This design comes from an exercise in tuning for a short achievable clock period and few clock cycles on the open sky130 flow, not from production work. Function was checked by simulation only, so behaviour that the tests miss may differ from the original. No activity file was given, so power comes from the tool's default toggle rates.

==> harbor <==
Design arm_mc_core, start of the top module:
module arm_mc_core
#(
   parameter int          ARCH          = 32,
   parameter logic [31:0] RESET_PC      = 32'h0,
   parameter bit          HALT_ON_UNDEF = 1'b1
) (
   input  logic        clk,
   input  logic        reset_n,
   input  logic [31:0] inst,
   input  logic        inst_valid,
   output logic [31:0] pc,
   input  logic [31:0] inM,
   input  logic        mem_ready,
   output logic [31:0] outM,
   output logic        writeM,
   output logic        readM,
   output logic [31:0] addressM,
   output logic        halted
);
   function automatic logic cond_pass(input logic [3:0] cond, input logic [3:0] nzcv);
      logic n, z, c, v, r;
      {n, z, c, v} = nzcv;
      case (cond)
         COND_EQ: r = z;
         COND_NE: r = !z;
         COND_CS: r = c;
         COND_CC: r = !c;
         COND_MI: r = n;
         COND_PL: r = !n;
         COND_VS: r = v;
         COND_VC: r = !v;
         COND_HI: r = c && !z;
         COND_LS: r = !c || z;
         COND_GE: r = (n == v);
         COND_LT: r = (n != v);
         COND_GT: r = !z && (n == v);
         COND_LE: r = z || (n != v);
         COND_AL: r = 1'b1;
         default: r = 1'b0;
      endcase
      cond_pass = r;
   endfunction
   function automatic logic [15:0] onehot16(input logic [3:0] k);
      onehot16 = 16'd1 << k;
   endfunction
   if (ARCH != 32) begin : g_bad_arch
      $fatal(1, "arm_mc_core: ARCH must be 32");
   end
   logic [31:0] pc_q;
   logic [31:0] ir_q, ir_pc8_q;
   logic        ir_v_q;
   logic        ir_fp_q;                   
   logic [15:0] ir_rn_oh_q, ir_rm_oh_q;    
   logic [31:0] ir_imm_q;                  
   logic [4:0]  ir_k_q;
   logic [31:0] ir_mask_q;
   logic        ir_asr_q, ir_rrx_q, ir_lslc_q, ir_shkeep_q;
   logic        halted_q;
   logic        wait_pc_q;                 
   logic        fix_q;                     
   logic [31:0] fix_pc_q;
   logic [3:0]  nzcv_q;
   logic [31:0] regs_q [0:14];
   logic        e_v_q;
   logic [3:0]  e_cond_q;
   logic        e_dp_q, e_ls_q, e_pred_q, e_link_q, e_undef_q;
   logic        e_setfl_q, e_wr_q, e_wpc_q, e_ld_q, e_L_q, e_ldpc_q;
   logic [3:0]  e_rd_q;                    
   logic        e_arith_q;
   logic [2:0]  e_lop_q;
   logic [1:0]  e_cin_q;                   
  ...
clock: 12.0 ns
lec_check: 0
cap_margin: 20
core_margin: 2
core_utilization: 40
slew_margin: 20
tns_end_percent: 10
standard.sh (not shown) runs the stock make flow with config.mk's settings and CLKGATE_MAP_FILE= SYNTH_SCRIPT=/design/flow/synth_recipe.tcl, a recipe that flattens the netlist after the stock synthesis.
==> flow/flow/run.sh <==
#!/bin/bash
set -euo pipefail
here=$(pwd)
bash standard.sh SETUP_SLACK_MARGIN=8 \
   "BUFFER_PORTS_ARGS=-buffer_cell sky130_fd_sc_hd__buf_4" \
   FASTROUTE_TCL="$here/flow/fastroute.tcl" finish \
   > standard_flow.log 2>&1
==> flow/flow/fastroute.tcl <==
# Global routing layers as the platform sets them, with more of each layer's
# capacity held back so that the global routes leave room for detailed routing.
set_global_routing_layer_adjustment met1 0.45
set_global_routing_layer_adjustment met2 0.35
set_global_routing_layer_adjustment met3-$::env(MAX_ROUTING_LAYER) 0.25

set_routing_layers -clock $::env(MIN_CLK_ROUTING_LAYER)-$::env(MAX_ROUTING_LAYER)
set_routing_layers -signal $::env(MIN_ROUTING_LAYER)-$::env(MAX_ROUTING_LAYER)
==> tundra: changes against harbor <==
--- a/flow/config.mk
+++ b/flow/config.mk
@@ -7,6 +7,6 @@
 export LEC_CHECK = 0
 export CAP_MARGIN = 20
 export CORE_MARGIN = 2
-export CORE_UTILIZATION = 40
+export CORE_UTILIZATION = 50
 export SLEW_MARGIN = 20
-export TNS_END_PERCENT = 10
+export TNS_END_PERCENT = 25
==> ember: changes against harbor <==
==> flow/config.mk (replaced) <==
export PLATFORM = sky130hd
export DESIGN_NAME = arm_mc_core
export DESIGN_NICKNAME = arm_mc_core
export VERILOG_FILES = /design/flow/design.v
export SDC_FILE = /design/flow/constraint.sdc
export NUM_CORES = 4
export LEC_CHECK = 0
export CAP_MARGIN = 30
export CORE_MARGIN = 2
export CORE_UTILIZATION = 45
export SLEW_MARGIN = 30
export TNS_END_PERCENT = 10
==> summary of the runs <==
harbor finished with timing, DRC and antenna clean. tundra failed in global routing (5_1_grt). ember finished but failed the layout checks on capacitance limit, slew limit.
Against harbor, the sequential share of layout area of ember is lower by 0.23 points.
Between harbor and ember, the lower worst hold slack is in ember (gap 0.56 ps).
Against ember, the register-to-register slack of harbor is higher by 70 ps.
Combinational power is about the same in ember and harbor.
In synthesized area, ember and tundra do not differ.
Between harbor and ember, the lower clock skew is in ember (gap 11 ps).
==> figures <==
item                                                                   harbor                     tundra                          ember
Part of the total power dissipated in the clock network                 21.7%                          -                          21.3%
Via count                                                               78344                          -                          80245
Slew margin rel.                                                        11.5%                          -                         -15.9%
Startpoint-to-endpoint class of the critical path                      in2reg                          -                        reg2reg
Run status                                                     finished clean  aborted with a tool error     complete, but fails checks
Failing step                                                                -   global routing (5_1_grt)                              -
Violated checks                                                             -                          -  capacitance limit, slew limit
Critical path launch point type                                 primary input                          -                       register
Buffers inserted during post-CTS setup optimization                        77                        207                            103
CP Max Fanout                                                               4                          -                              9
Total negative slack for setup checks                                    0 ps                          -                           0 ps
Hold depth                                                                  2                          -                              2
Number of combinational gates with multiple inputs                       6902                          -                           6911
Setup ws final                                                        7340 ps                          -                        7290 ps
Worst reg2reg startpoint                                 ir_q[23]$_DFFE_PN0P_                          -           ir_q[21]$_DFFE_PN0P_
Post-detailed-route DRC marker count                                        0                          -                              0
Testbench counts of harbor, summed over its fixed seeds: cycles 23,221.
Testbench counts of tundra, summed over its fixed seeds: cycles 23,221.
Testbench counts of ember, summed over its fixed seeds: cycles 23,221.

## static timing again, ports no longer ideal
The results above use ideal ports. As a check the final layouts listed here were re-extracted and re-timed, cells and wires unchanged. Step 1, drivers: a clkbuf_16 drives clk and a buf_2 each remaining input, both assumed. Step 2 times the ports against the registers' clock, not the clock port: input delays grow and output delays shrink by t, the midpoint of the rising clock arrivals with the driver on. a / b / c = ideal / step 1 / step 2; a / b = the first two.
run	shift t [ns]	slack for setup (ns)	slew at the worst register clock pin (ns)	cell pins on the clock port's net
harbor	0.936	7.342 / 7.357 / 6.430	0.07 / 0.07	1
ember	0.934	7.292 / 7.292 / 6.564	0.07 / 0.07	1
The setup slack of harbor, which loses most, moves by +0.015 ns with the drivers and by -0.912 ns with both steps.
